This design comes from an exercise in tuning for small area, a short achievable clock period and few clock cycles per item on the open sky130 flow, not from production work. Function was not checked in any run shown here: the RTL went through the layout flow alone.

## flow/design.v (module list and top-level ports; edited modules follow where they fit)
// module vm_sm: 3 lines
// module vm_smn: 3 lines
// module vm_fa: 4 lines
// module vm_ha: 4 lines
// module vm_ha1: 4 lines
// module vm_inv: 3 lines
// module vm_x: 3 lines
// module vm_xn: 3 lines
// module vm_nand: 3 lines
// module vm_nor: 3 lines
// module vm_sel: 3 lines
// module vm_sel0: 3 lines
// module vm_aoi: 3 lines
// module vm_oai: 3 lines
// module vedic_mult_pipe: 5047 lines
module vedic_mult_pipe #(
    parameter int WIDTH = 32
) (
    input  logic              clk,
    input  logic              rst_n,
    input  logic              in_valid,
    output logic              in_ready,
    input  logic [WIDTH-1:0]  in_a,
    input  logic [WIDTH-1:0]  in_b,
    input  logic              in_signed,
    output logic              out_valid,
    input  logic              out_ready,
    output logic [2*WIDTH-1:0] out_p,
    output logic              busy
);
  // ...
==> flow/run.sh <==
#!/bin/bash
# synth_recipe.tcl (not shown) runs the flow's synth.tcl, then flattens the netlist and writes it again
# the make line also repeats each setting of config.mk as NAME=value (left out here)
make -C /OpenROAD-flow-scripts/flow DESIGN_CONFIG=/design/flow/config.mk WORK_HOME=/design/flow/orfs CLKGATE_MAP_FILE= SYNTH_SCRIPT=/design/flow/synth_recipe.tcl finish
==> flow/config.mk <==
export PLATFORM = sky130hd
export DESIGN_NAME = vedic_mult_pipe
export DESIGN_NICKNAME = vedic_mult_pipe
export VERILOG_FILES = /design/flow/design.v
export SDC_FILE = /design/flow/constraint.sdc
export NUM_CORES = 4
export LEC_CHECK = 0
export CAP_MARGIN = 20
export CORE_MARGIN = 2
export CORE_UTILIZATION = 45
export PLACE_DENSITY = 0.6
export SLEW_MARGIN = 20
export SYNTH_HIERARCHICAL = 1
==> flow/constraint.sdc <==
create_clock -name core_clock -period 11.0 [get_ports {clk}]
set_input_delay 2.2000 -clock core_clock [delete_from_list [all_inputs] [get_ports {clk}]]
set_output_delay 2.2000 -clock core_clock [all_outputs]
set_load 0.01 [all_outputs]
==> flow_summary.html, run 1 <==
<table>
<tr><th>Metric</th><th>Value</th></tr>
<tr><th colspan="2">Clocking</th></tr>
<tr><td>Bufs on Longest Clock Path</td><td>3</td></tr>
<tr><td>Clock slew at reported path FFs</td><td>60 ps</td></tr>
<tr><td>Total clock sinks</td><td>387</td></tr>
<tr><td>Cell chosen for the clock root</td><td>sky130_fd_sc_hd__clkbuf_16</td></tr>
<tr><th colspan="2">Synthesis</th></tr>
<tr><td>Synthesis Warnings</td><td>7</td></tr>
<tr><td>Syn avg cell area</td><td>11.93 um^2</td></tr>
<tr><td>Total of flip-flops plus latches after synthesis</td><td>387</td></tr>
<tr><td>Area of the mapped netlist</td><td>0.03462 mm^2</td></tr>
<tr><td>Main combinational cell family by area after synthesis</td><td>adder cells</td></tr>
<tr><td>EDFF count, synth</td><td>381</td></tr>
<tr><td>Register area share after synthesis</td><td>0.3348</td></tr>
<tr><th colspan="2">Detailed routing</th></tr>
<tr><td>Total iterations of the first detailed-routing run</td><td>9</td></tr>
<tr><td>Top Layer Used</td><td>met5</td></tr>
<tr><td>Routed WL</td><td>121.0 mm</td></tr>
<tr><th colspan="2">Placement</th></tr>
<tr><td>Gp weighted congestion</td><td>0.9154</td></tr>
<tr><th colspan="2">Job</th></tr>
<tr><td>Max-cap violations</td><td>0</td></tr>
<tr><th colspan="2">Floorplanning</th></tr>
<tr><td>Area of the core</td><td>0.07608 mm^2</td></tr>
<tr><th colspan="2">Global route</th></tr>
<tr><td>Global-route track usage on met2</td><td>0.4620</td></tr>
<tr><td>GRT Overall Usage</td><td>0.3048</td></tr>
<tr><td>Number of global-route vias before repair</td><td>28.52k</td></tr>
<tr><td>Met1 Use GR</td><td>0.3932</td></tr>
<tr><td>Final global-route overflow total</td><td>0</td></tr>
<tr><th colspan="2">Setup path</th></tr>
<tr><td>Highest fanout seen on the critical path</td><td>2</td></tr>
<tr><td>Critical path required time</td><td>8800 ps</td></tr>
<tr><td>Worst Setup EP</td><td>out_valid</td></tr>
<tr><td>Critical path capture point type</td><td>output port</td></tr>
<tr><td>Critical path class</td><td>flop to output port</td></tr>
<tr><td>Slowest CP cell</td><td>sky130_fd_sc_hd__clkdlybuf4s50_1</td></tr>
<tr><th colspan="2">Min path</th></tr>
<tr><td>Worst hold stages</td><td>1</td></tr>
<tr><th colspan="2">Timing</th></tr>
<tr><td>Rel. slew slack</td><td>0.2854</td></tr>
<tr><td>Final Max Slew Viols</td><td>0</td></tr>
<tr><td>RSZ-0062 raised after global routing</td><td>false</td></tr>
<tr><th colspan="2">Layout</th></tr>
<tr><td>Final standard cell count with taps included and fillers excluded</td><td>4251</td></tr>
<tr><td>Number of inverters outside the clock class in the layout</td><td>127</td></tr>
<tr><td>Clock Network Area Fraction</td><td>0.04008</td></tr>
<tr><td>Area of the multi-input gates</td><td>0.02260 mm^2</td></tr>
<tr><td>Number of multi-input combinational cells</td><td>2397</td></tr>
<tr><td>Number of antenna cells inserted</td><td>4</td></tr>
<tr><th colspan="2">Outcome</th></tr>
<tr><td>Result of the run</td><td>complete, no violations</td></tr>
</table>
==> run 2: changes to the inputs <==
--- a/flow/design.v
+++ b/flow/design.v
@@ -7,19 +7,18 @@
 module vm_fa (input logic a, b, ci, output logic s, co);
     assign s  = a ^ b ^ ci;
     assign co = (a & b) | (a & ci) | (b & ci);
 endmodule
 module vm_ha (input logic a, b, output logic s, co);
     assign s  = a ^ b;
     assign co = a & b;
 endmodule
-module vm_ha1 (input logic a, b, output logic s, co);
-    assign s  = ~(a ^ b);
-    assign co = a | b;
+module vm_or (input logic a, b, output logic y);
+    assign y = a | b;
 endmodule
 module vm_inv (input logic a, output logic y);
     assign y = ~a;
 endmodule
 module vm_x (input logic a, b, output logic y);
     assign y = a ^ b;
 endmodule
 module vm_xn (input logic a, b, output logic y);
@@ -4150,30 +4149,32 @@
     vm_fa u_s1525 (.a(pp1026), .b(c1492), .ci(pp962), .s(s1525), .co(c1526));
     vm_fa u_s1527 (.a(c1496), .b(c1498), .ci(c1494), .s(s1527), .co(c1528));
     vm_fa u_s1529 (.a(s1515), .b(s1517), .ci(c1500), .s(s1529), .co(c1530));
     vm_fa u_s1531 (.a(s1521), .b(s1523), .ci(s1519), .s(s1531), .co(c1532));
     vm_fa u_s1533 (.a(c1504), .b(c1506), .ci(c1502), .s(s1533), .co(c1534));
     vm_fa u_s1535 (.a(s1527), .b(s1529), .ci(s1525), .s(s1535), .co(c1536));
     vm_fa u_s1537 (.a(c1508), .b(c1510), .ci(s1531), .s(s1537), .co(c1538));
     vm_fa u_s1539 (.a(s1533), .b(s1535), .ci(c1512), .s(s1539), .co(c1540));
-    vm_ha1 u_s1541 (.a(pp1090), .b(pp68), .s(s1541), .co(c1542));
+    vm_xn u_s1541 (.a(pp1090), .b(pp68), .y(s1541));
+    vm_or u_c1542 (.a(pp1090), .b(pp68), .y(c1542));
     vm_fa u_s1543 (.a(pp196), .b(pp260), .ci(pp132), .s(s1543), .co(c1544));
     vm_fa u_s1545 (.a(pp388), .b(pp452), .ci(pp324), .s(s1545), .co(c1546));
     vm_fa u_s1547 (.a(pp580), .b(pp644), .ci(pp516), .s(s1547), .co(c1548));
     vm_fa u_s1549 (.a(pp772), .b(pp836), .ci(pp708), .s(s1549), .co(c1550));
     vm_fa u_s1551 (.a(pp964), .b(pp1028), .ci(pp900), .s(s1551), .co(c1552));
     vm_fa u_s1553 (.a(c1516), .b(c1518), .ci(s1541), .s(s1553), .co(c1554));
     vm_fa u_s1555 (.a(c1522), .b(c1524), .ci(c1520), .s(s1555), .co(c1556));
     vm_fa u_s1557 (.a(s1545), .b(s1547), .ci(s1543), .s(s1557), .co(c1558));
     vm_fa u_s1559 (.a(s1551), .b(c1526), .ci(s1549), .s(s1559), .co(c1560));
     vm_fa u_s1561 (.a(c1530), .b(c1532), .ci(c1528), .s(s1561), .co(c1562));
     vm_fa u_s1563 (.a(s1555), .b(s1557), .ci(s1553), .s(s1563), .co(c1564));
     vm_fa u_s1565 (.a(s1559), .b(c1536), .ci(c1534), .s(s1565), .co(c1566));
-    vm_ha1 u_s1567 (.a(pp1091), .b(pp134), .s(s1567), .co(c1568));
+    vm_xn u_s1567 (.a(pp1091), .b(pp134), .y(s1567));
+    vm_or u_c1568 (.a(pp1091), .b(pp134), .y(c1568));
     vm_fa u_s1569 (.a(pp262), .b(pp326), .ci(pp198), .s(s1569), .co(c1570));
     vm_fa u_s1571 (.a(pp454), .b(pp518), .ci(pp390), .s(s1571), .co(c1572));
     vm_fa u_s1573 (.a(pp646), .b(pp710), .ci(pp582), .s(s1573), .co(c1574));
     vm_fa u_s1575 (.a(pp838), .b(pp902), .ci(pp774), .s(s1575), .co(c1576));
     vm_fa u_s1577 (.a(pp1030), .b(c1542), .ci(pp966), .s(s1577), .co(c1578));
     vm_fa u_s1579 (.a(c1544), .b(c1546), .ci(s1567), .s(s1579), .co(c1580));
     vm_fa u_s1581 (.a(c1550), .b(c1552), .ci(c1548), .s(s1581), .co(c1582));
     vm_fa u_s1583 (.a(s1571), .b(s1573), .ci(s1569), .s(s1583), .co(c1584));
@@ -4188,17 +4189,18 @@
     vm_fa u_s1601 (.a(pp904), .b(pp968), .ci(pp840), .s(s1601), .co(c1602));
     vm_fa u_s1603 (.a(c1568), .b(c1570), .ci(pp1032), .s(s1603), .co(c1604));
     vm_fa u_s1605 (.a(c1574), .b(c1576), .ci(c1572), .s(s1605), .co(c1606));
     vm_fa u_s1607 (.a(s1595), .b(s1597), .ci(s1593), .s(s1607), .co(c1608));
     vm_fa u_s1609 (.a(s1601), .b(c1578), .ci(s1599), .s(s1609), .co(c1610));
     vm_fa u_s1611 (.a(c1582), .b(c1584), .ci(c1580), .s(s1611), .co(c1612));
     vm_fa u_s1613 (.a(s1605), .b(s1607), .ci(s1603), .s(s1613), .co(c1614));
     vm_fa u_s1615 (.a(c1586), .b(c1588), .ci(s1609), .s(s1615), .co(c1616));
-    vm_ha1 u_s1617 (.a(pp1093), .b(pp202), .s(s1617), .co(c1618));
+    vm_xn u_s1617 (.a(pp1093), .b(pp202), .y(s1617));
+    vm_or u_c1618 (.a(pp1093), .b(pp202), .y(c1618));
     vm_fa u_s1619 (.a(pp330), .b(pp394), .ci(pp266), .s(s1619), .co(c1620));
     vm_fa u_s1621 (.a(pp522), .b(pp586), .ci(pp458), .s(s1621), .co(c1622));
     vm_fa u_s1623 (.a(pp714), .b(pp778), .ci(pp650), .s(s1623), .co(c1624));
     vm_fa u_s1625 (.a(pp906), .b(pp970), .ci(pp842), .s(s1625), .co(c1626));
     vm_fa u_s1627 (.a(s1617), .b(c1594), .ci(pp1034), .s(s1627), .co(c1628));
     vm_fa u_s1629 (.a(c1598), .b(c1600), .ci(c1596), .s(s1629), .co(c1630));
     vm_fa u_s1631 (.a(s1619), .b(s1621), .ci(c1602), .s(s1631), .co(c1632));
     vm_fa u_s1633 (.a(s1625), .b(c1604), .ci(s1623), .s(s1633), .co(c1634));
@@ -4212,17 +4214,18 @@
     vm_fa u_s1649 (.a(pp972), .b(pp1036), .ci(pp908), .s(s1649), .co(c1650));
     vm_fa u_s1651 (.a(c1620), .b(c1622), .ci(c1618), .s(s1651), .co(c1652));
     vm_fa u_s1653 (.a(c1626), .b(s1641), .ci(c1624), .s(s1653), .co(c1654));
     vm_fa u_s1655 (.a(s1645), .b(s1647), .ci(s1643), .s(s1655), .co(c1656));
     vm_fa u_s1657 (.a(c1628), .b(c1630), .ci(s1649), .s(s1657), .co(c1658));
     vm_fa u_s1659 (.a(s1651), .b(s1653), .ci(c1632), .s(s1659), .co(c1660));
     vm_fa u_s1661 (.a(c1634), .b(c1636), .ci(s1655), .s(s1661), .co(c1662));
     vm_fa u_s1663 (.a(s1659), .b(c1638), .ci(s1657), .s(s1663), .co(c1664));
-    vm_ha1 u_s1665 (.a(pp1095), .b(pp270), .s(s1665), .co(c1666));
+    vm_xn u_s1665 (.a(pp1095), .b(pp270), .y(s1665));
+    vm_or u_c1666 (.a(pp1095), .b(pp270), .y(c1666));
     vm_fa u_s1667 (.a(pp398), .b(pp462), .ci(pp334), .s(s1667), .co(c1668));
     vm_fa u_s1669 (.a(pp590), .b(pp654), .ci(pp526), .s(s1669), .co(c1670));
     vm_fa u_s1671 (.a(pp782), .b(pp846), .ci(pp718), .s(s1671), .co(c1672));
     vm_fa u_s1673 (.a(pp974), .b(pp1038), .ci(pp910), .s(s1673), .co(c1674));
     vm_fa u_s1675 (.a(c1642), .b(c1644), .ci(s1665), .s(s1675), .co(c1676));
     vm_fa u_s1677 (.a(c1648), .b(c1650), .ci(c1646), .s(s1677), .co(c1678));
     vm_fa u_s1679 (.a(s1669), .b(s1671), .ci(s1667), .s(s1679), .co(c1680));
     vm_fa u_s1681 (.a(c1652), .b(c1654), .ci(s1673), .s(s1681), .co(c1682));
@@ -4234,17 +4237,18 @@
     vm_fa u_s1693 (.a(pp848), .b(pp912), .ci(pp784), .s(s1693), .co(c1694));
     vm_fa u_s1695 (.a(pp1040), .b(c1666), .ci(pp976), .s(s1695), .co(c1696));
     vm_fa u_s1697 (.a(c1670), .b(c1672), .ci(c1668), .s(s1697), .co(c1698));
     vm_fa u_s1699 (.a(s1687), .b(s1689), .ci(c1674), .s(s1699), .co(c1700));
     vm_fa u_s1701 (.a(s1693), .b(s1695), .ci(s1691), .s(s1701), .co(c1702));
     vm_fa u_s1703 (.a(c1678), .b(c1680), .ci(c1676), .s(s1703), .co(c1704));
     vm_fa u_s1705 (.a(s1699), .b(s1701), .ci(s1697), .s(s1705), .co(c1706));
     vm_fa u_s1707 (.a(c1684), .b(s1703), .ci(c1682), .s(s1707), .co(c1708));
-    vm_ha1 u_s1709 (.a(pp1097), .b(pp338), .s(s1709), .co(c1710));
+    vm_xn u_s1709 (.a(pp1097), .b(pp338), .y(s1709));
+    vm_or u_c1710 (.a(pp1097), .b(pp338), .y(c1710));
     vm_fa u_s1711 (.a(pp466), .b(pp530), .ci(pp402), .s(s1711), .co(c1712));
     vm_fa u_s1713 (.a(pp658), .b(pp722), .ci(pp594), .s(s1713), .co(c1714));
     vm_fa u_s1715 (.a(pp850), .b(pp914), .ci(pp786), .s(s1715), .co(c1716));
     vm_fa u_s1717 (.a(pp1042), .b(s1709), .ci(pp978), .s(s1717), .co(c1718));
     vm_fa u_s1719 (.a(c1690), .b(c1692), .ci(c1688), .s(s1719), .co(c1720));
     vm_fa u_s1721 (.a(s1711), .b(s1713), .ci(c1694), .s(s1721), .co(c1722));
     vm_fa u_s1723 (.a(c1696), .b(s1717), .ci(s1715), .s(s1723), .co(c1724));
     vm_fa u_s1725 (.a(c1700), .b(s1719), .ci(c1698), .s(s1725), .co(c1726));
@@ -4255,17 +4259,18 @@
     vm_fa u_s1735 (.a(pp724), .b(pp788), .ci(pp660), .s(s1735), .co(c1736));
     vm_fa u_s1737 (.a(pp916), .b(pp980), .ci(pp852), .s(s1737), .co(c1738));
     vm_fa u_s1739 (.a(c1710), .b(c1712), .ci(pp1044), .s(s1739), .co(c1740));
     vm_fa u_s1741 (.a(c1716), .b(s1731), .ci(c1714), .s(s1741), .co(c1742));
     vm_fa u_s1743 (.a(s1735), .b(s1737), .ci(s1733), .s(s1743), .co(c1744));
     vm_fa u_s1745 (.a(c1720), .b(c1722), .ci(c1718), .s(s1745), .co(c1746));
     vm_fa u_s1747 (.a(s1741), .b(s1743), .ci(s1739), .s(s1747), .co(c1748));
     vm_fa u_s1749 (.a(c1726), .b(s1745), .ci(c1724), .s(s1749), .co(c1750));
-    vm_ha1 u_s1751 (.a(pp1099), .b(pp406), .s(s1751), .co(c1752));
+    vm_xn u_s1751 (.a(pp1099), .b(pp406), .y(s1751));
+    vm_or u_c1752 (.a(pp1099), .b(pp406), .y(c1752));
     vm_fa u_s1753 (.a(pp534), .b(pp598), .ci(pp470), .s(s1753), .co(c1754));
     vm_fa u_s1755 (.a(pp726), .b(pp790), .ci(pp662), .s(s1755), .co(c1756));
     vm_fa u_s1757 (.a(pp918), .b(pp982), .ci(pp854), .s(s1757), .co(c1758));
     vm_fa u_s1759 (.a(s1751), .b(c1732), .ci(pp1046), .s(s1759), .co(c1760));
     vm_fa u_s1761 (.a(c1736), .b(c1738), .ci(c1734), .s(s1761), .co(c1762));
     vm_fa u_s1763 (.a(s1755), .b(s1757), .ci(s1753), .s(s1763), .co(c1764));
     vm_fa u_s1765 (.a(c1742), .b(c1744), .ci(c1740), .s(s1765), .co(c1766));
     vm_fa u_s1767 (.a(s1761), .b(s1763), .ci(s1759), .s(s1767), .co(c1768));
@@ -4274,116 +4279,126 @@
     vm_fa u_s1773 (.a(pp600), .b(pp664), .ci(pp536), .s(s1773), .co(c1774));
     vm_fa u_s1775 (.a(pp792), .b(pp856), .ci(pp728), .s(s1775), .co(c1776));
     vm_fa u_s1777 (.a(pp984), .b(pp1048), .ci(pp920), .s(s1777), .co(c1778));
     vm_fa u_s1779 (.a(c1754), .b(c1756), .ci(c1752), .s(s1779), .co(c1780));
     vm_fa u_s1781 (.a(s1771), .b(s1773), .ci(c1758), .s(s1781), .co(c1782));
     vm_fa u_s1783 (.a(s1777), .b(c1760), .ci(s1775), .s(s1783), .co(c1784));
     vm_fa u_s1785 (.a(c1764), .b(s1779), .ci(c1762), .s(s1785), .co(c1786));
     vm_fa u_s1787 (.a(c1766), .b(s1783), .ci(s1781), .s(s1787), .co(c1788));
-    vm_ha1 u_s1789 (.a(pp1101), .b(pp474), .s(s1789), .co(c1790));
+    vm_xn u_s1789 (.a(pp1101), .b(pp474), .y(s1789));
+    vm_or u_c1790 (.a(pp1101), .b(pp474), .y(c1790));
     vm_fa u_s1791 (.a(pp602), .b(pp666), .ci(pp538), .s(s1791), .co(c1792));
     vm_fa u_s1793 (.a(pp794), .b(pp858), .ci(pp730), .s(s1793), .co(c1794));
     vm_fa u_s1795 (.a(pp986), .b(pp1050), .ci(pp922), .s(s1795), .co(c1796));
     vm_fa u_s1797 (.a(c1772), .b(c1774), .ci(s1789), .s(s1797), .co(c1798));
     vm_fa u_s1799 (.a(c1778), .b(s1791), .ci(c1776), .s(s1799), .co(c1800));
     vm_fa u_s1801 (.a(s1795), .b(c1780), .ci(s1793), .s(s1801), .co(c1802));
     vm_fa u_s1803 (.a(s1797), .b(s1799), .ci(c1782), .s(s1803), .co(c1804));
     vm_fa u_s1805 (.a(c1786), .b(s1801), .ci(c1784), .s(s1805), .co(c1806));
     vm_fa u_s1807 (.a(pp476), .b(pp540), .ci(pp1102), .s(s1807), .co(c1808));
     vm_fa u_s1809 (.a(pp668), .b(pp732), .ci(pp604), .s(s1809), .co(c1810));
     vm_fa u_s1811 (.a(pp860), .b(pp924), .ci(pp796), .s(s1811), .co(c1812));
     vm_fa u_s1813 (.a(pp1052), .b(c1790), .ci(pp988), .s(s1813), .co(c1814));
     vm_fa u_s1815 (.a(c1794), .b(c1796), .ci(c1792), .s(s1815), .co(c1816));
     vm_fa u_s1817 (.a(s1809), .b(s1811), .ci(s1807), .s(s1817), .co(c1818));
     vm_fa u_s1819 (.a(c1798), .b(c1800), .ci(s1813), .s(s1819), .co(c1820));
     vm_fa u_s1821 (.a(s1817), .b(c1802), .ci(s1815), .s(s1821), .co(c1822));
-    vm_ha1 u_s1823 (.a(pp1103), .b(pp542), .s(s1823), .co(c1824));
+    vm_xn u_s1823 (.a(pp1103), .b(pp542), .y(s1823));
+    vm_or u_c1824 (.a(pp1103), .b(pp542), .y(c1824));
     vm_fa u_s1825 (.a(pp670), .b(pp734), .ci(pp606), .s(s1825), .co(c1826));
     vm_fa u_s1827 (.a(pp862), .b(pp926), .ci(pp798), .s(s1827), .co(c1828));
     vm_fa u_s1829 (.a(pp1054), .b(s1823), .ci(pp990), .s(s1829), .co(c1830));
     vm_fa u_s1831 (.a(c1810), .b(c1812), .ci(c1808), .s(s1831), .co(c1832));
     vm_fa u_s1833 (.a(s1827), .b(c1814), .ci(s1825), .s(s1833), .co(c1834));
     vm_fa u_s1835 (.a(c1816), .b(c1818), .ci(s1829), .s(s1835), .co(c1836));
     vm_fa u_s1837 (.a(s1833), .b(c1820), .ci(s1831), .s(s1837), .co(c1838));
     vm_fa u_s1839 (.a(pp544), .b(pp608), .ci(pp1104), .s(s1839), .co(c1840));
     vm_fa u_s1841 (.a(pp736), .b(pp800), .ci(pp672), .s(s1841), .co(c1842));
     vm_fa u_s1843 (.a(pp928), .b(pp992), .ci(pp864), .s(s1843), .co(c1844));
     vm_fa u_s1845 (.a(c1824), .b(c1826), .ci(pp1056), .s(s1845), .co(c1846));
     vm_fa u_s1847 (.a(s1839), .b(s1841), .ci(c1828), .s(s1847), .co(c1848));
     vm_fa u_s1849 (.a(c1830), .b(c1832), .ci(s1843), .s(s1849), .co(c1850));
     vm_fa u_s1851 (.a(s1847), .b(c1834), .ci(s1845), .s(s1851), .co(c1852));
     vm_fa u_s1853 (.a(s1849), .b(s1851), .ci(c1836), .s(s1853), .co(c1854));
-    vm_ha1 u_s1855 (.a(pp1105), .b(pp610), .s(s1855), .co(c1856));
+    vm_xn u_s1855 (.a(pp1105), .b(pp610), .y(s1855));
+    vm_or u_c1856 (.a(pp1105), .b(pp610), .y(c1856));
     vm_fa u_s1857 (.a(pp738), .b(pp802), .ci(pp674), .s(s1857), .co(c1858));
     vm_fa u_s1859 (.a(pp930), .b(pp994), .ci(pp866), .s(s1859), .co(c1860));
     vm_fa u_s1861 (.a(s1855), .b(c1840), .ci(pp1058), .s(s1861), .co(c1862));
     vm_fa u_s1863 (.a(c1844), .b(s1857), .ci(c1842), .s(s1863), .co(c1864));
     vm_fa u_s1865 (.a(c1846), .b(c1848), .ci(s1859), .s(s1865), .co(c1866));
     vm_fa u_s1867 (.a(s1863), .b(c1850), .ci(s1861), .s(s1867), .co(c1868));
     vm_fa u_s1869 (.a(pp612), .b(pp676), .ci(pp1106), .s(s1869), .co(c1870));
     vm_fa u_s1871 (.a(pp804), .b(pp868), .ci(pp740), .s(s1871), .co(c1872));
     vm_fa u_s1873 (.a(pp996), .b(pp1060), .ci(pp932), .s(s1873), .co(c1874));
     vm_fa u_s1875 (.a(c1858), .b(c1860), .ci(c1856), .s(s1875), .co(c1876));
     vm_fa u_s1877 (.a(s1871), .b(s1873), .ci(s1869), .s(s1877), .co(c1878));
     vm_fa u_s1879 (.a(c1864), .b(s1875), .ci(c1862), .s(s1879), .co(c1880));
     vm_fa u_s1881 (.a(c1866), .b(s1879), .ci(s1877), .s(s1881), .co(c1882));
-    vm_ha1 u_s1883 (.a(pp1107), .b(pp678), .s(s1883), .co(c1884));
+    vm_xn u_s1883 (.a(pp1107), .b(pp678), .y(s1883));
+    vm_or u_c1884 (.a(pp1107), .b(pp678), .y(c1884));
     vm_fa u_s1885 (.a(pp806), .b(pp870), .ci(pp742), .s(s1885), .co(c1886));
     vm_fa u_s1887 (.a(pp998), .b(pp1062), .ci(pp934), .s(s1887), .co(c1888));
     vm_fa u_s1889 (.a(c1870), .b(c1872), .ci(s1883), .s(s1889), .co(c1890));
     vm_fa u_s1891 (.a(s1885), .b(s1887), .ci(c1874), .s(s1891), .co(c1892));
     vm_fa u_s1893 (.a(c1878), .b(s1889), .ci(c1876), .s(s1893), .co(c1894));
     vm_fa u_s1895 (.a(c1880), .b(s1893), .ci(s1891), .s(s1895), .co(c1896));
     vm_fa u_s1897 (.a(pp680), .b(pp744), .ci(pp1108), .s(s1897), .co(c1898));
     vm_fa u_s1899 (.a(pp872), .b(pp936), .ci(pp808), .s(s1899), .co(c1900));
     vm_fa u_s1901 (.a(pp1064), .b(c1884), .ci(pp1000), .s(s1901), .co(c1902));
     vm_fa u_s1903 (.a(c1888), .b(s1897), .ci(c1886), .s(s1903), .co(c1904));
     vm_fa u_s1905 (.a(s1901), .b(c1890), .ci(s1899), .s(s1905), .co(c1906));
     vm_fa u_s1907 (.a(s1903), .b(c1894), .ci(c1892), .s(s1907), .co(c1908));
-    vm_ha1 u_s1909 (.a(pp1109), .b(pp746), .s(s1909), .co(c1910));
+    vm_xn u_s1909 (.a(pp1109), .b(pp746), .y(s1909));
+    vm_or u_c1910 (.a(pp1109), .b(pp746), .y(c1910));
     vm_fa u_s1911 (.a(pp874), .b(pp938), .ci(pp810), .s(s1911), .co(c1912));
     vm_fa u_s1913 (.a(pp1066), .b(s1909), .ci(pp1002), .s(s1913), .co(c1914));
     vm_fa u_s1915 (.a(c1900), .b(s1911), .ci(c1898), .s(s1915), .co(c1916));
     vm_fa u_s1917 (.a(s1913), .b(c1904), .ci(c1902), .s(s1917), .co(c1918));
     vm_fa u_s1919 (.a(c1906), .b(s1917), .ci(s1915), .s(s1919), .co(c1920));
     vm_fa u_s1921 (.a(pp748), .b(pp812), .ci(pp1110), .s(s1921), .co(c1922));
     vm_fa u_s1923 (.a(pp940), .b(pp1004), .ci(pp876), .s(s1923), .co(c1924));
     vm_fa u_s1925 (.a(c1910), .b(c1912), .ci(pp1068), .s(s1925), .co(c1926));
     vm_fa u_s1927 (.a(s1923), .b(c1914), .ci(s1921), .s(s1927), .co(c1928));
     vm_fa u_s1929 (.a(s1925), .b(s1927), .ci(c1916), .s(s1929), .co(c1930));
-    vm_ha1 u_s1931 (.a(pp1111), .b(pp814), .s(s1931), .co(c1932));
+    vm_xn u_s1931 (.a(pp1111), .b(pp814), .y(s1931));
+    vm_or u_c1932 (.a(pp1111), .b(pp814), .y(c1932));
     vm_fa u_s1933 (.a(pp942), .b(pp1006), .ci(pp878), .s(s1933), .co(c1934));
     vm_fa u_s1935 (.a(s1931), .b(c1922), .ci(pp1070), .s(s1935), .co(c1936));
     vm_fa u_s1937 (.a(s1933), .b(c1926), .ci(c1924), .s(s1937), .co(c1938));
     vm_fa u_s1939 (.a(c1928), .b(s1937), .ci(s1935), .s(s1939), .co(c1940));
     vm_fa u_s1941 (.a(pp816), .b(pp880), .ci(pp1112), .s(s1941), .co(c1942));
     vm_fa u_s1943 (.a(pp1008), .b(pp1072), .ci(pp944), .s(s1943), .co(c1944));
     vm_fa u_s1945 (.a(c1934), .b(s1941), .ci(c1932), .s(s1945), .co(c1946));
     vm_fa u_s1947 (.a(c1936), .b(s1945), .ci(s1943), .s(s1947), .co(c1948));
-    vm_ha1 u_s1949 (.a(pp1113), .b(pp882), .s(s1949), .co(c1950));
+    vm_xn u_s1949 (.a(pp1113), .b(pp882), .y(s1949));
+    vm_or u_c1950 (.a(pp1113), .b(pp882), .y(c1950));
     vm_fa u_s1951 (.a(pp1010), .b(pp1074), .ci(pp946), .s(s1951), .co(c1952));
     vm_fa u_s1953 (.a(c1942), .b(c1944), .ci(s1949), .s(s1953), .co(c1954));
     vm_fa u_s1955 (.a(c1946), .b(s1953), .ci(s1951), .s(s1955), .co(c1956));
     vm_fa u_s1957 (.a(pp884), .b(pp948), .ci(pp1114), .s(s1957), .co(c1958));
     vm_fa u_s1959 (.a(pp1076), .b(c1950), .ci(pp1012), .s(s1959), .co(c1960));
     vm_fa u_s1961 (.a(s1957), .b(s1959), .ci(c1952), .s(s1961), .co(c1962));
     vm_fa u_s1963 (.a(s1961), .b(c1956), .ci(c1954), .s(s1963), .co(c1964));
-    vm_ha1 u_s1965 (.a(pp1115), .b(pp950), .s(s1965), .co(c1966));
+    vm_xn u_s1965 (.a(pp1115), .b(pp950), .y(s1965));
+    vm_or u_c1966 (.a(pp1115), .b(pp950), .y(c1966));
     vm_fa u_s1967 (.a(pp1078), .b(s1965), .ci(pp1014), .s(s1967), .co(c1968));
     vm_fa u_s1969 (.a(c1960), .b(s1967), .ci(c1958), .s(s1969), .co(c1970));
     vm_fa u_s1971 (.a(pp952), .b(pp1016), .ci(pp1116), .s(s1971), .co(c1972));
     vm_fa u_s1973 (.a(c1966), .b(s1971), .ci(pp1080), .s(s1973), .co(c1974));
     vm_fa u_s1975 (.a(s1973), .b(c1970), .ci(c1968), .s(s1975), .co(c1976));
-    vm_ha1 u_s1977 (.a(pp1117), .b(pp1018), .s(s1977), .co(c1978));
+    vm_xn u_s1977 (.a(pp1117), .b(pp1018), .y(s1977));
+    vm_or u_c1978 (.a(pp1117), .b(pp1018), .y(c1978));
     vm_fa u_s1979 (.a(s1977), .b(c1972), .ci(pp1082), .s(s1979), .co(c1980));
     vm_fa u_s1981 (.a(s1979), .b(c1976), .ci(c1974), .s(s1981), .co(c1982));
     vm_fa u_s1983 (.a(pp1020), .b(pp1084), .ci(pp1118), .s(s1983), .co(c1984));
     vm_fa u_s1985 (.a(s1983), .b(c1980), .ci(c1978), .s(s1985), .co(c1986));
-    vm_ha1 u_s1987 (.a(pp1119), .b(pp1086), .s(s1987), .co(c1988));
+    vm_xn u_s1987 (.a(pp1119), .b(pp1086), .y(s1987));
+    vm_or u_c1988 (.a(pp1119), .b(pp1086), .y(c1988));
     vm_fa u_s1989 (.a(c1984), .b(c1986), .ci(s1987), .s(s1989), .co(c1990));
     vm_fa u_s1991 (.a(pp1088), .b(c1988), .ci(pp1120), .s(s1991), .co(c1992));
     assign cs_d = {s1991, c1990, s1989, s1985, c1982, s1981, s1975, c1964, s1969, c1962, s1963, s1955, c1948, c1940, s1947, c1938, s1939, c1930, c1920, s1929, c1918, s1919, c1908, s1907, c1896, s1905, s1895, c1882, s1881, c1868, c1854, s1867, c1852, s1865, s1853, c1838, s1837, c1822, s1835, s1821, c1806, s1819, c1804, s1805, c1788, s1803, s1787, c1770, s1785, c1768, s1769, c1750, s1767, c1730, s1749, c1728, s1747, s1729, c1708, s1727, s1707, c1686, s1705, c1664, s1685, c1662, s1683, s1681, s1663, s1661, c1640, s1639, c1616, s1637, s1635, s1615, c1592, c1590, s1613, s1611, s1591, c1566, s1589, s1587, s1565, c1540, c1538, s1563, s1561, s1539, s1537, c1514, s1513, c1490, s1511, s1509, s1489, c1466, s1487, s1485, s1465, c1444, s1463, s1461, s1443, c1422, c1420, s1441, s1439, s1421, s1419, c1400, s1399, c1378, s1397, s1377, c1358, s1375, s1357, c1338, s1355, s1337, c1320, s1335, s1319, c1302, s1317, s1301, c1286, s1299, s1285, c1270, s1283, c1256, s1269, s1267, c1254, s1255, c1240, s1239, c1226, s1225, c1212, s1211, c1200, s1199, c1188, s1187, c1178, s1177, c1168, s1167, c1160, s1159, c1152, s1151, s1149, s1145, c1140, s1139, c1136, c1132, s1135, s1133, s1131, s1127, s1123, s1121, pp4, bneg0[0], pp2};
     vm_ha u_s1993 (.a(cs1[62]), .b(cs1[63]), .s(s1993), .co(c1994));
     vm_ha u_s1995 (.a(cs1[67]), .b(cs1[68]), .s(s1995), .co(c1996));
     vm_ha u_s1997 (.a(cs1[71]), .b(cs1[72]), .s(s1997), .co(c1998));
     vm_ha u_s1999 (.a(cs1[75]), .b(cs1[76]), .s(s1999), .co(c2000));
     vm_ha u_s2001 (.a(cs1[82]), .b(cs1[83]), .s(s2001), .co(c2002));
@@ -5080,13 +5095,13 @@
     always_ff @(posedge clk) begin
         if (adv) begin
             a0n    <= ~in_a;
             xa0n   <= ~(sgn & in_a[31]);
             bonen0 <= ~bone_d;
             btwon0 <= ~btwo_d[15:0];
             bneg0  <= bneg_d[15:0];
             cs1    <= cs_d;
-            pk     <= po_d;
         end
         if (ofree) po <= po_d;
+        pk <= po_d;
     end
 endmodule
==> flow/flow/run.sh (new file) <==
#!/bin/bash
# The standard layout (standard.sh), with two changes to how it is made:
# ports are buffered with buf_1, and ORFS's repair_timing aims for setup slack
# above zero (it repairs against the 11 ns clock the SDC gives).
export BUFFER_PORTS_ARGS="-buffer_cell sky130_fd_sc_hd__buf_1"
export SETUP_SLACK_MARGIN=7.5
bash standard.sh > standard.log 2>&1
==> flow/standard.sh (new file) <==
#!/bin/bash
# synth_recipe.tcl (not shown) runs the flow's synth.tcl, then flattens the netlist and writes it again
# the make line also repeats each setting of config.mk as NAME=value (left out here)
make -C /OpenROAD-flow-scripts/flow DESIGN_CONFIG=/design/flow/config.mk WORK_HOME=/design/flow/orfs CLKGATE_MAP_FILE= SYNTH_SCRIPT=/design/flow/synth_recipe.tcl "${@:-finish}"
==> flow/config.mk (replaced) <==
export PLATFORM = sky130hd
export DESIGN_NAME = vedic_mult_pipe
export DESIGN_NICKNAME = vedic_mult_pipe
export VERILOG_FILES = /design/flow/design.v
export SDC_FILE = /design/flow/constraint.sdc
export NUM_CORES = 4
export LEC_CHECK = 0
export CAP_MARGIN = 20
export CORE_MARGIN = 2
export CORE_UTILIZATION = 60
export CTS_BUF_LIST = sky130_fd_sc_hd__clkbuf_8
export PLACE_DENSITY = 0.75
export SLEW_MARGIN = 20
export SYNTH_HIERARCHICAL = 1
export TNS_END_PERCENT = 0
removed: flow/run.sh
==> run 2 against run 1 <==
Effect of this change: core utilization grew 16 points; setup slack better by 11 ps; sequential cell count is the same; wire length shrank 6.3%; critical path depth up 6; maximum frequency is 0.28% higher; largest cell class unchanged; die area decreased by 26%; still clean; worst hold slack lost 64 ps; clock-buffer cell count increased by 29; non-clock buffer count increased by 4; synthesized cell count shrank 1.7%.
==> flow_summary.html, run 2 <==
<table>
<tr><th>Metric</th><th>Value</th></tr>
<tr><th colspan="2">Layout</th></tr>
<tr><td>Post-layout utilization of the core</td><td>0.6821 (was 0.5200)</td></tr>
<tr><td>Count of nets after finishing</td><td>3739 (was 3775)</td></tr>
<tr><td>Regs by FF count</td><td>cs1 (171), pk (64), po (64) (unchanged)</td></tr>
<tr><td>Share of layout cells above drive strength 1</td><td>0.1024 (was 0.07647)</td></tr>
<tr><td>Flip-flop count of the largest register, all copies and words added</td><td>171 (unchanged)</td></tr>
<tr><td>Final non-filler cell area</td><td>0.03780 mm^2 (was 0.03956 mm^2)</td></tr>
<tr><td>Commonest cells after routing, fill and taps aside</td><td>sky130_fd_sc_hd__xor2_1 (610), sky130_fd_sc_hd__o22ai_1 (528), sky130_fd_sc_hd__fa_1 (467), sky130_fd_sc_hd__edfxtp_1 (317), sky130_fd_sc_hd__nand2_1 (175) (was sky130_fd_sc_hd__xor2_1 (610), sky130_fd_sc_hd__o22ai_1 (528), sky130_fd_sc_hd__fa_1 (470), sky130_fd_sc_hd__edfxtp_1 (381), sky130_fd_sc_hd__nor2_1 (186))</td></tr>
<tr><td>Layout Area Growth over Synthesis</td><td>11.90% (was 14.25%)</td></tr>
<tr><td>Most common library cell in the layout ignoring fill and taps</td><td>sky130_fd_sc_hd__xor2_1 (unchanged)</td></tr>
<tr><td>Most flop-heavy register</td><td>cs1 (unchanged)</td></tr>
<tr><th colspan="2">Clocking</th></tr>
<tr><td>CTS tree</td><td>yes (unchanged)</td></tr>
<tr><td>Total clock sinks</td><td>387 (unchanged)</td></tr>
<tr><td>Maximum level of the CTS H-tree</td><td>3 (was 2)</td></tr>
<tr><td>Bufs on Longest Clock Path</td><td>3 (unchanged)</td></tr>
<tr><td>Cts bufs inserted</td><td>70 (was 46)</td></tr>
<tr><td>Number of buffers inserted by hold repair at cts</td><td>0 (unchanged)</td></tr>
<tr><td>Clock slew at reported path FFs</td><td>60 ps (about the same)</td></tr>
<tr><td>Cell chosen for the clock root</td><td>sky130_fd_sc_hd__clkbuf_8 (was sky130_fd_sc_hd__clkbuf_16)</td></tr>
<tr><td>Clock network latency to the later pin of the worst-skew pair</td><td>680 ps (was 600 ps)</td></tr>
<tr><th colspan="2">Synthesis</th></tr>
<tr><td>Register area share after synthesis</td><td>0.3242 (was 0.3348)</td></tr>
<tr><td>Top area cells in the synthesized netlist</td><td>sky130_fd_sc_hd__edfxtp_1 (28%), sky130_fd_sc_hd__fa_1 (28%), sky130_fd_sc_hd__xor2_1 (16%) (was sky130_fd_sc_hd__edfxtp_1 (33%), sky130_fd_sc_hd__fa_1 (27%), sky130_fd_sc_hd__xor2_1 (15%))</td></tr>
<tr><td>Area share of the largest cell type after synthesis</td><td>0.2818 (was 0.3305)</td></tr>
<tr><td>Area of the mapped netlist</td><td>0.03378 mm^2 (was 0.03462 mm^2)</td></tr>
<tr><td>EDFF count, synth</td><td>317 (was 381)</td></tr>
<tr><td>Async set-or-reset flop fraction in the synthesized netlist</td><td>0.01550 (unchanged)</td></tr>
<tr><td>Synthesis Warnings</td><td>7 (unchanged)</td></tr>
<tr><td>Most common cell in the synthesized netlist</td><td>sky130_fd_sc_hd__xor2_1 (unchanged)</td></tr>
<tr><td>Total of flip-flops plus latches after synthesis</td><td>387 (unchanged)</td></tr>
<tr><td>Instance count of the mapped netlist</td><td>2854 (was 2902)</td></tr>
<tr><td>Cell taking the most area after synthesis</td><td>sky130_fd_sc_hd__edfxtp_1 (unchanged)</td></tr>
<tr><td>Leading post-synthesis cells by instance count</td><td>sky130_fd_sc_hd__xor2_1 (610), sky130_fd_sc_hd__o22ai_1 (528), sky130_fd_sc_hd__fa_1 (470), sky130_fd_sc_hd__edfxtp_1 (317), sky130_fd_sc_hd__nor2_1 (187) (was sky130_fd_sc_hd__xor2_1 (610), sky130_fd_sc_hd__o22ai_1 (528), sky130_fd_sc_hd__fa_1 (470), sky130_fd_sc_hd__edfxtp_1 (381), sky130_fd_sc_hd__nor2_1 (186))</td></tr>
<tr><td>Syn avg cell area</td><td>11.84 um^2 (was 11.93 um^2)</td></tr>
<tr><td>Most instantiated flip-flop cell in the synthesis netlist</td><td>sky130_fd_sc_hd__edfxtp_1 (unchanged)</td></tr>
<tr><td>Distinct cell type count after synthesis</td><td>24 (was 23)</td></tr>
<tr><th colspan="2">Detailed routing</th></tr>
<tr><td>Via count</td><td>27.63k (was 27.03k)</td></tr>
<tr><td>Total iterations of the first detailed-routing run</td><td>12 (was 9)</td></tr>
<tr><td>Wire per inst</td><td>28.60 um (was 28.46 um)</td></tr>
<tr><td>Count of routing violations after the opening detailed-route iteration</td><td>4282 (was 3265)</td></tr>
<tr><td>Via-to-Cell Ratio</td><td>6.973 (was 6.358)</td></tr>
<tr><td>Number of DRC violations after detailed routing</td><td>0 (unchanged)</td></tr>
<tr><td>Routed WL</td><td>113.3 mm (was 121.0 mm)</td></tr>
<tr><td>Antenna violation net count after detailed routing</td><td>0 (unchanged)</td></tr>
<tr><th colspan="2">Floorplanning</th></tr>
<tr><td>Die X</td><td>241.3 um (was 281.4 um)</td></tr>
<tr><td>Area of the core</td><td>0.05542 mm^2 (was 0.07608 mm^2)</td></tr>
<tr><td>I/O pin cnt</td><td>136 (unchanged)</td></tr>
<tr><td>Number of standard-cell rows in the floorplan</td><td>86 (was 101)</td></tr>
<tr><td>Starting Density</td><td>0.6096 (was 0.4551)</td></tr>
<tr><td>Area enclosed by the die boundary</td><td>0.05821 mm^2 (was 0.07917 mm^2)</td></tr>
<tr><td>Die Height</td><td>241.3 um (was 281.4 um)</td></tr>
<tr><th colspan="2">Placement</th></tr>
<tr><td>Hpwl dp</td><td>69.11 mm (was 74.02 mm)</td></tr>
<tr><td>Count of port buffers added during placement</td><td>135 (unchanged)</td></tr>
<tr><td>Worst-case setup slack after placement</td><td>7335 ps (was 7138 ps)</td></tr>
<tr><td>Standard cell area after detailed placement</td><td>0.03592 mm^2 (was 0.03796 mm^2)</td></tr>
<tr><td>Gp weighted congestion</td><td>0.9392 (was 0.9154)</td></tr>
<tr><th colspan="2">Setup path</th></tr>
<tr><td>Critical path required time</td><td>11370 ps (was 8800 ps)</td></tr>
<tr><td>Critical path class</td><td>flop to flop (was flop to output port)</td></tr>
<tr><td>Worst setup SP type</td><td>flop (unchanged)</td></tr>
<tr><td>Highest fanout seen on the critical path</td><td>33 (was 2)</td></tr>
<tr><td>Data arrival time of the worst path</td><td>4100 ps (was 1530 ps)</td></tr>
<tr><td>Critical path capture point type</td><td>flop (was output port)</td></tr>
<tr><th colspan="2">Timing</th></tr>
<tr><td>RSZ-0062 raised after global routing</td><td>true (was false)</td></tr>
<tr><td>Fin crit period</td><td>3723 ps (was 3734 ps)</td></tr>
<tr><td>Slew at the pin closest to its max-slew limit</td><td>1019 ps (was 1072 ps)</td></tr>
<tr><td>Hold Worst Slack</td><td>450.0 ps (was 514.2 ps)</td></tr>
<tr><td>Slack of the critical path</td><td>7277 ps (was 7266 ps)</td></tr>
<tr><td>Share of the cycle needed by the critical path after routing</td><td>0.3385 (was 0.3394)</td></tr>
<tr><td>Setup TNS</td><td>0 ps (unchanged)</td></tr>
<tr><td>Max Clock Freq</td><td>268.6 MHz (was 267.8 MHz)</td></tr>
<tr><td>Worst clock skew</td><td>30.05 ps (was 23.57 ps)</td></tr>
<tr><td>Rel. slew slack</td><td>0.3204 (was 0.2854)</td></tr>
<tr><td>Final setup vio count</td><td>0 (unchanged)</td></tr>
<tr><td>Count of endpoints failing hold in the final timing report</td><td>0 (unchanged)</td></tr>
<tr><td>Final Max Slew Viols</td><td>0 (unchanged)</td></tr>
<tr><th colspan="2">Global route</th></tr>
<tr><td>Global-route wire length before repair</td><td>167.7 mm (was 179.2 mm)</td></tr>
<tr><td>GRT Overall Usage</td><td>0.3915 (was 0.3048)</td></tr>
<tr><td>Largest net degree at the start of global routing</td><td>87 (was 113)</td></tr>
<tr><td>Final global-route overflow total</td><td>0 (unchanged)</td></tr>
<tr><td>Number of global-route vias before repair</td><td>28.53k (was 28.52k)</td></tr>
<tr><td>Initial antenna violation count</td><td>3 (was 7)</td></tr>
<tr><th colspan="2">Job</th></tr>
<tr><td>Max-cap violations</td><td>0 (unchanged)</td></tr>
<tr><th colspan="2">Outcome</th></tr>
<tr><td>Result of the run</td><td>complete, no violations (unchanged)</td></tr>
<tr><th colspan="2">Min path</th></tr>
<tr><td>Path class of the lowest-slack min-delay path</td><td>flop to flop (unchanged)</td></tr>
</table>
[run 2: cell count changes in the layout (fill, tap and decap cells not counted), sizes merged, moves of 3 or more]
cell	change
or2	+16
edfxtp	-64
clkbuf	+29
inv	-52
xnor2	+16
ha	-16
dfxtp	+64
clkinv	-3
buf	+139
clkdlybuf4s50	-135
[run 2: layout make-up]
type,count,area [um^2]
antenna,2,5.005
clock buffer,78,1074
clock inverter,46,495.5
fill,4121,17620
inverter,63,240.2
multi-input combinational,2413,22810
sequential,387,10950
tap,748,935.9
timing repair buffer,225,1284
[run 2: kinds of logic (layout without fill, tap and decap cells)]
logic type	after synthesis	in the layout	synth area share
adders and majority gates	510	510	0.2934
xor gates and xnor gates	695	695	0.1802
AOI/OAI and AO/OA	793	793	0.1458
buffers and inverters	63	412	0.007001
muxes	2	2	0.0006667
DFF	387	387	0.3242
and+or+nand+nor	403	403	0.04867
other	1	12	0.0001110
[run 2: layer usage]
metal  vias up  wire (um)  global-route usage
li1      10955          -                   -
met1     13122      39570              0.4944
met2      2721      46930              0.5628
met3       823      19270              0.1869
met4         8       7404              0.1972
met5         -        134             0.01263
[run 2: stage by stage]
step	instances
final	3962
after global routing	3961
after CTS	3958
after detailed placement	3833
after global placement	3833
after floorplan	2863
[run 2: final timing paths]
check / from / end / slack [ps] / depth (start not counted)
hold reg to reg: pk[55] / pk[55] / 450 / 2
setup / recovery: a0n[17] / cs1[120] / 7280 / 7
setup reg to reg: a0n[17] / cs1[120] / 7280 / 7
min in group asynchronous: rst_n / vo / 1390 / 1
max in group asynchronous: rst_n / vk / 9350 / 1
hold / removal: pk[55] / pk[55] / 450 / 2
[run 2: modules after synthesis (local to each module, per instance), a selection]
| module | cells | copies in the design |
|---|---|---|
| vm_nor | 1 | 124 |
| vm_fa | 1 | 470 |
| vm_sm | 3 | 38 |
| vm_oai | 1 | 107 |
| vm_ha | 1 | 40 |
| vm_xn | 1 | 32 |
| vedic_mult_pipe | 496 | 1 |
| vm_inv | 1 | 29 |
| vm_sel | 1 | 528 |
| vm_nand | 1 | 111 |
| vm_smn | 3 | 25 |
| vm_aoi | 1 | 79 |
[run 2: worst max-delay path, stage by stage (launching register included)]
cell and delay [ps]:
sky130_fd_sc_hd__edfxtp_1 320, sky130_fd_sc_hd__buf_4 520, sky130_fd_sc_hd__o22ai_1 210, sky130_fd_sc_hd__xor2_1 250, sky130_fd_sc_hd__fa_1 490, sky130_fd_sc_hd__fa_1 550
sky130_fd_sc_hd__fa_1 460, sky130_fd_sc_hd__fa_1 600
[run 2: timing repair]
item,in CTS,in global routing
pin swaps,0,1
setup buffers,1,2
cloned,0,0
resized for setup,12,68
endpoints found under the hold margin,0,0
endpoints found under the setup margin,44,206

re-timing with driven ports:
The flow's constraints put no driver on any port. The routed layouts listed below were extracted and timed again, unchanged, in two steps. Step 1 sets driving cells, clkbuf_16 on the clock port and buf_2 on the other inputs (assumed; they add their load-dependent delay and slew). Step 2 times the ports against the registers' clock, not the clock port: input delays grow and output delays shrink by t, the midpoint of the rising clock arrivals with the driver on. Slacks: no drivers / after step 1 / after step 2; pairs: no drivers / after step 1.
| run | t (ns) | setup slack, ns | pins driven straight from the clock port |
|---|---|---|---|
| run 1 | 0.652 | 7.266 / 7.206 / 7.134 | 1 |
| run 2 | 0.732 | 7.277 / 7.277 / 7.277 | 1 |
After both steps every run listed still meets setup and hold. For run 1, which loses most, drivers alone change the setup slack by -0.060 ns; drivers and shift together by -0.132 ns.
